From an optimization exercise on the open Yosys and OpenROAD flow, aimed at small area, a short achievable clock period and few clock cycles; shortcuts taken in it are not production practice. Function was checked by simulation only, so behaviour that the tests miss may differ from the original.

==> flow/design.v (excerpt) <==
module radix_number_string_parser_unit #(
  parameter int VALUE_BITS    = 48,
  parameter int FRACTION_BITS = 16
) (
  input  logic                  clk_i,
  input  logic                  rst_ni,
  input  logic                  cfg_we_i,
  input  logic [5:0]            cfg_data_i,
  input  logic                  in_valid_i,
  output logic                  in_ready_o,
  input  logic [7:0]            char_code_i,
  input  logic                  is_last_i,
  output logic                  out_valid_o,
  input  logic                  out_ready_i,
  output logic [2:0]            status_o,
  output logic signed [VALUE_BITS-1:0] value_o
);
  localparam logic [2:0] ST_OK   = 3'd0;
  localparam logic [2:0] ST_BAD  = 3'd1;
  localparam logic [2:0] ST_LATE = 3'd2;
  localparam logic [2:0] ST_TWOP = 3'd3;
  localparam logic [2:0] ST_OVF  = 3'd4;
  localparam logic [1:0] PH_NONE   = 2'd0;
  localparam logic [1:0] PH_DIGITS = 2'd1;
  localparam logic [1:0] PH_CLOSED = 2'd2;
  localparam logic [2:0] CK_IDLE = 3'd0;
  localparam logic [2:0] CK_DREC = 3'd1;
  localparam logic [2:0] CK_WAIT = 3'd2;
  localparam logic [2:0] CK_MUL  = 3'd3;
  localparam logic [2:0] CK_RES  = 3'd4;
  localparam logic [2:0] OP_ADD   = 3'd0;   
  localparam logic [2:0] OP_ADDHI = 3'd1;   
  localparam logic [2:0] OP_LOAD  = 3'd2;   
  localparam logic [2:0] OP_ZERO  = 3'd3;   
  localparam logic [2:0] OP_MUL   = 3'd4;   
  localparam logic [2:0] OP_MULHI = 3'd5;   
  ...
Size: roughly 4100 cells after synthesis, about 370 flip-flops, ~73 I/O pins, ~37000 um^2 of cells after synthesis.
Settings: LEC_CHECK=0, ABC_CLOCK_PERIOD_IN_PS=5000, CAP_MARGIN=20, CORE_MARGIN=2, CORE_UTILIZATION=40, SETUP_SLACK_MARGIN=4.5, SLEW_MARGIN=20; clock period 10.0 ns.
run.sh (not shown) runs the stock make flow with config.mk's settings and CLKGATE_MAP_FILE= SYNTH_SCRIPT=/design/flow/synth_recipe.tcl, a recipe that flattens the netlist after the stock synthesis.
Testbench counts at the start, summed over its fixed seeds: cycles 5,664.
Rerun with:
- SETUP_SLACK_MARGIN: 4.5 -> 4
Design area went down by 4.0%.
Setup slack gets worse by 0.23 ns.
Sequential share of layout area went up by 0.94 points.
Utilization went down by 1.9 points.
Critical path depth went down by 4.
Via count went down by 2.3%.
Wire length went down by 5.0%.

========
== v1 ==
radix_number_string_parser_unit, a different RTL version from the one above (not shown whole).
Size: ~73 I/O pins, roughly 37000 µm² of cells after synthesis.
==> flow/config.mk <==
export PLATFORM = sky130hd
export DESIGN_NAME = radix_number_string_parser_unit
export DESIGN_NICKNAME = radix_number_string_parser_unit
export VERILOG_FILES = /design/flow/design.v
export SDC_FILE = /design/flow/constraint.sdc
export NUM_CORES = 4
export LEC_CHECK = 0
export ABC_CLOCK_PERIOD_IN_PS = 5000
export CAP_MARGIN = 20
export CORE_MARGIN = 2
export CORE_UTILIZATION = 50
export GPL_ROUTABILITY_DRIVEN = 0
export PLACE_DENSITY = 0.7
export SETUP_SLACK_MARGIN = 4.5
export SLEW_MARGIN = 20
==> flow/constraint.sdc <==
create_clock -name core_clock -period 10.0 [get_ports {clk_i}]
set_input_delay 2.0000 -clock core_clock [delete_from_list [all_inputs] [get_ports {clk_i}]]
set_output_delay 2.0000 -clock core_clock [all_outputs]
set_load 0.01 [all_outputs]
v1 finished all stages; the layout is clean.
Testbench counts of v1, summed over its fixed seeds: cycles 5,608.
Setup changes, v1 to v8
- CORE_UTILIZATION: 50 -> 60
- GPL_ROUTABILITY_DRIVEN: 0 -> unset
- PLACE_DENSITY: 0.7 -> unset
v8 packs its core tighter than v1. Relative to v1, fill cell instance count of the final layout has decreased by 24% in v8. v8 vs v1, first-iteration DRC count went up by 15%. Area growth from synthesis to final layout for v8: 0.40 points down relative to v1. Going from v1 to v8, multi-input gate share of total cell area now sits higher, post-detailed-placement half-perimeter wirelength now sits higher, worst slew slack as a fraction of its limit now sits lower, die area now sits lower. v1 -> v8: detail-routed via count per cell increased by a few percent. v8 ended with more post-place setup slack than v1.
diff inputs: v8 => v16
- swapping 4.5 for 4.4 in SETUP_SLACK_MARGIN
- swapping 60 for 50 in CORE_UTILIZATION
[summary]
v16 ended with every stage complete and zero timing, DRC or antenna violations.
Higher cell count among v16 and v8: v16
Min wire length across v16 and v8: v16
Taking v8 as the reference, in v16 area after synthesis level; via count moved down; antenna diode instance count moved down.
Per the comparison of v16 with v8, utilization fell by 11 points; layout filler cell count rose by 37%.
Relative to v8, longest individual stage delay on the worst path has gone down in v16.

========
Starting RTL as in the previous note.
// radix_number_string_parser_unit
module radix_number_string_parser_unit #(
  parameter int VALUE_BITS    = 48,
  parameter int FRACTION_BITS = 16
) (
  input  logic                  clk_i,
  input  logic                  rst_ni,
  input  logic                  cfg_we_i,
  input  logic [5:0]            cfg_data_i,
  input  logic                  in_valid_i,
  output logic                  in_ready_o,
  input  logic [7:0]            char_code_i,
  input  logic                  is_last_i,
  output logic                  out_valid_o,
  input  logic                  out_ready_i,
  output logic [2:0]            status_o,
  output logic signed [VALUE_BITS-1:0] value_o
);
Settings: LEC_CHECK=0, ABC_CLOCK_PERIOD_IN_PS=5000, CAP_MARGIN=20, CORE_MARGIN=2, CORE_UTILIZATION=40, SETUP_SLACK_MARGIN=4.5, SLEW_MARGIN=20; clock period 10.0 ns.
The starting point completed with no timing, DRC or antenna violations.
Testbench counts at the start, summed over its fixed seeds: cycles 5,608.
Next try:
Settings changed: CORE_UTILIZATION 40 to 60, SETUP_SLACK_MARGIN 4.5 to 4.7.
Now the flow ran to the end with violations: antenna violations.
Count of clock-buffer cells in the layout goes up by 8.
Worst setup slack gets better by 0.030 ns.
Utilization goes up by 24 points.
Next try:
Settings changed: CTS_BUF_LIST set to sky130_fd_sc_hd__clkbuf_8, SETUP_SLACK_MARGIN 4.7 to 4.5.
Effect: The new run ran to the end with no violations; sequential cell count is unchanged; worst setup slack is worse by 0.093 ns; critical path depth is unchanged; utilization went down by 2.1 points; area after synthesis is unchanged; global-route usage went down by 0.37 points; sequential share of layout area went up by 0.74 points; final area went down by 3.1%; register-to-register slack is worse by 0.09 ns; worst hold slack is worse by 0.016 ns.
Next try:
Settings changed: CORE_UTILIZATION 60 to 50, CTS_BUF_LIST sky130_fd_sc_hd__clkbuf_8 to unset, PLACE_DENSITY set to 0.7, TNS_END_PERCENT set to 5.
After rerunning: The new run completed with no timing, DRC or antenna violations. Synthesized cell count does not change. Design area decreases by 1.2%. Count of clock-buffer cells in the layout decreases by 16. Clock skew decreases by 0.028 ns. Routed wire length decreases by 9.6%. Setup slack is better by 0.0053 ns.
Next try:
Settings changed: PLACE_DENSITY 0.7 to unset, SETUP_SLACK_MARGIN 4.5 to 4.8, TNS_END_PERCENT 5 to unset.
Result: The new run completed with no timing, DRC or antenna violations. Cell area rose by 4.7%. Synthesized area is unchanged. Setup slack improved by 0.21 ns.
Next try:
Settings changed: SETUP_SLACK_MARGIN 4.8 to 4.6.
Utilization decreases by 1.4 points. Area after synthesis does not change. Global-route usage decreases by 0.42 points. Die area stays the same. Cell area decreases by about 2.5%. Non-clock buffer count decreases by 47. Worst hold slack degrades by 0.0088 ns. Worst setup slack degrades by 0.062 ns. Wire length decreases by 1.7%. Sequential share of layout area increases by 0.60 points. Final cell count decreases by 0.93%.

========
v6:
Another version of the RTL of radix_number_string_parser_unit (not shown whole).
Size: ~73 I/O pins, roughly 0.035 mm2 of cells after synthesis.
clock: 10.0 ns
lec_check: 0
abc_clock_period_in_ps: 5000
cap_margin: 20
core_margin: 2
core_utilization: 40
setup_slack_margin: 4
slew_margin: 20
Testbench counts of v6, summed over its fixed seeds: cycles 5,598.
Edits applied to the flow inputs when going from v6 to v7:
Settings: removing SETUP_SLACK_MARGIN (formerly 4); removing ABC_CLOCK_PERIOD_IN_PS (formerly 5000).
### Flow results
Measured against v6, the combined area of the multi-input logic cells of v7 comes out at 0.922 times the reference value.
Compared with v6, in v7 required time reported for the critical path endpoint neither gained nor lost much; share of the clock period used by the worst path climbed 16 points.
Critical path depth delta for v7 relative to v6: 1 lower
The count of plain and timing-repair buffers in v7 was lower than what v6 gave.
v7: routed via count divided by cell count 0.054 below v6

========
radix_number_string_parser_unit, a different RTL version from the one above (not shown whole).
For scale: about 340 flip-flops, roughly 73 I/O pins, ~0.035 mm2 of cells after synthesis.
export LEC_CHECK = 0
export ABC_CLOCK_PERIOD_IN_PS = 5000
export CAP_MARGIN = 20
export CORE_MARGIN = 2
export CORE_UTILIZATION = 40
export SETUP_SLACK_MARGIN = 4
export SLEW_MARGIN = 20
create_clock -name core_clock -period 10.0 [get_ports {clk_i}]
Testbench counts at the start, summed over its fixed seeds: cycles 5,664.
Then changed:
Settings changed: ABC_CLOCK_PERIOD_IN_PS 5000 to 4000, SETUP_SLACK_MARGIN 4 to 5.
Result: The changed run finished clean. Synthesized cell count stays the same. First-iteration DRC count goes up slightly. Design area goes up by a little under a tenth. Clock skew goes down by 28 ps. Die area is unchanged. Utilization goes up by 3.5 points. Critical path depth goes up by 1. Count of clock-buffer cells in the layout goes up by 6.

========
== MS ==
Another version of the RTL of radix_number_string_parser_unit (not shown whole).
Size in the first run: ~3800 cells after synthesis, about 340 flip-flops, about 73 I/O pins, ~34000 um2 of cells after synthesis.
clock: 10.0 ns
lec_check: 0
cap_margin: 20
core_margin: 2
core_utilization: 40
setup_slack_margin: 4
slew_margin: 20
The flow did not stop early for MS: all stages ran, and the layout cleared the timing, design-rule and antenna checks.
Testbench counts of MS, summed over its fixed seeds: cycles 5,664.
#### Input delta (AL over MS)
-- flow/config.mk --
<<< MS, line 10
export CORE_UTILIZATION = 40
export SETUP_SLACK_MARGIN = 4
export SLEW_MARGIN = 20
>>> AL, line 10
export CORE_UTILIZATION = 40
export SETUP_SLACK_MARGIN = 4.5
export SLEW_MARGIN = 20
==> run notes <==
- Comparing AL against MS, there is no change at all in synthesized area per cell.
- The wire length reported by the detailed router of AL exceeds that of MS by 0.39%.
- Relative to MS, the clock period minus final worst setup slack of AL is higher by 0.16 ns.
- On final area, MS beats AL.

-- static timing again, ports no longer ideal --
The flow's constraints put no driver on any port. The routed layouts listed below were extracted and timed again, unchanged, in two steps. Step 1, drivers: a clkbuf_16 drives clk_i and a buf_2 each remaining input, both assumed. Step 2 moves the port delays by t, midway between the first and last clock arrival at a register: inputs arrive t later, outputs are due t later. That takes back most of the time a late clock gives input paths. Three values: no drivers, after step 1, after step 2; two values: the first two.
| run | t, ns | slack for setup (ns) | worst register clock-pin slew, ns | pins driven straight from the clock port |
|---|---|---|---|---|
| the first run of note 1 | 0.669 | 4.487 / 4.487 / 4.098 | 0.07 / 0.07 | 1 |
| the second run of note 1 | 0.661 | 4.255 / 4.255 / 3.637 | 0.06 / 0.06 | 1 |
| v1 | 0.665 | 4.545 / 4.545 / 4.065 | 0.07 / 0.07 | 1 |
| v8 | 0.667 | 4.513 / 4.513 / 4.177 | 0.07 / 0.07 | 1 |
| v16 | 0.653 | 4.543 / 4.543 / 4.127 | 0.07 / 0.07 | 1 |
| the first run of note 3 | 0.656 | 4.537 / 4.585 / 3.929 | 0.07 / 0.07 | 1 |
| the second run of note 3 | 0.676 | 4.568 / 4.568 / 4.118 | 0.07 / 0.07 | 1 |
| the third run of note 3 | 0.726 | 4.475 / 4.475 / 4.202 | 0.08 / 0.08 | 1 |
| the fourth run of note 3 | 0.657 | 4.480 / 4.480 / 4.139 | 0.08 / 0.08 | 1 |
| the fifth run of note 3 | 0.655 | 4.691 / 4.691 / 4.332 | 0.07 / 0.07 | 1 |
| the sixth run of note 3 | 0.671 | 4.630 / 4.630 / 4.177 | 0.07 / 0.07 | 1 |
| v6 | 0.641 | 2.200 / 2.200 / 2.200 | 0.07 / 0.07 | 1 |
| v7 | 0.617 | 0.646 / 0.646 / 0.646 | 0.07 / 0.07 | 1 |
| the first run of note 5 | 0.651 | 4.119 / 4.119 / 3.950 | 0.07 / 0.07 | 1 |
| the second run of note 5 | 0.645 | 4.207 / 4.207 / 4.207 | 0.08 / 0.08 | 1 |
| MS | 0.657 | 2.338 / 2.338 / 2.338 | 0.07 / 0.07 | 1 |
| AL | 0.659 | 2.177 / 2.177 / 2.177 | 0.07 / 0.07 | 1 |
For the second run of note 1, which loses most, drivers alone change the setup slack by 0.000 ns; drivers and shift together by -0.618 ns.
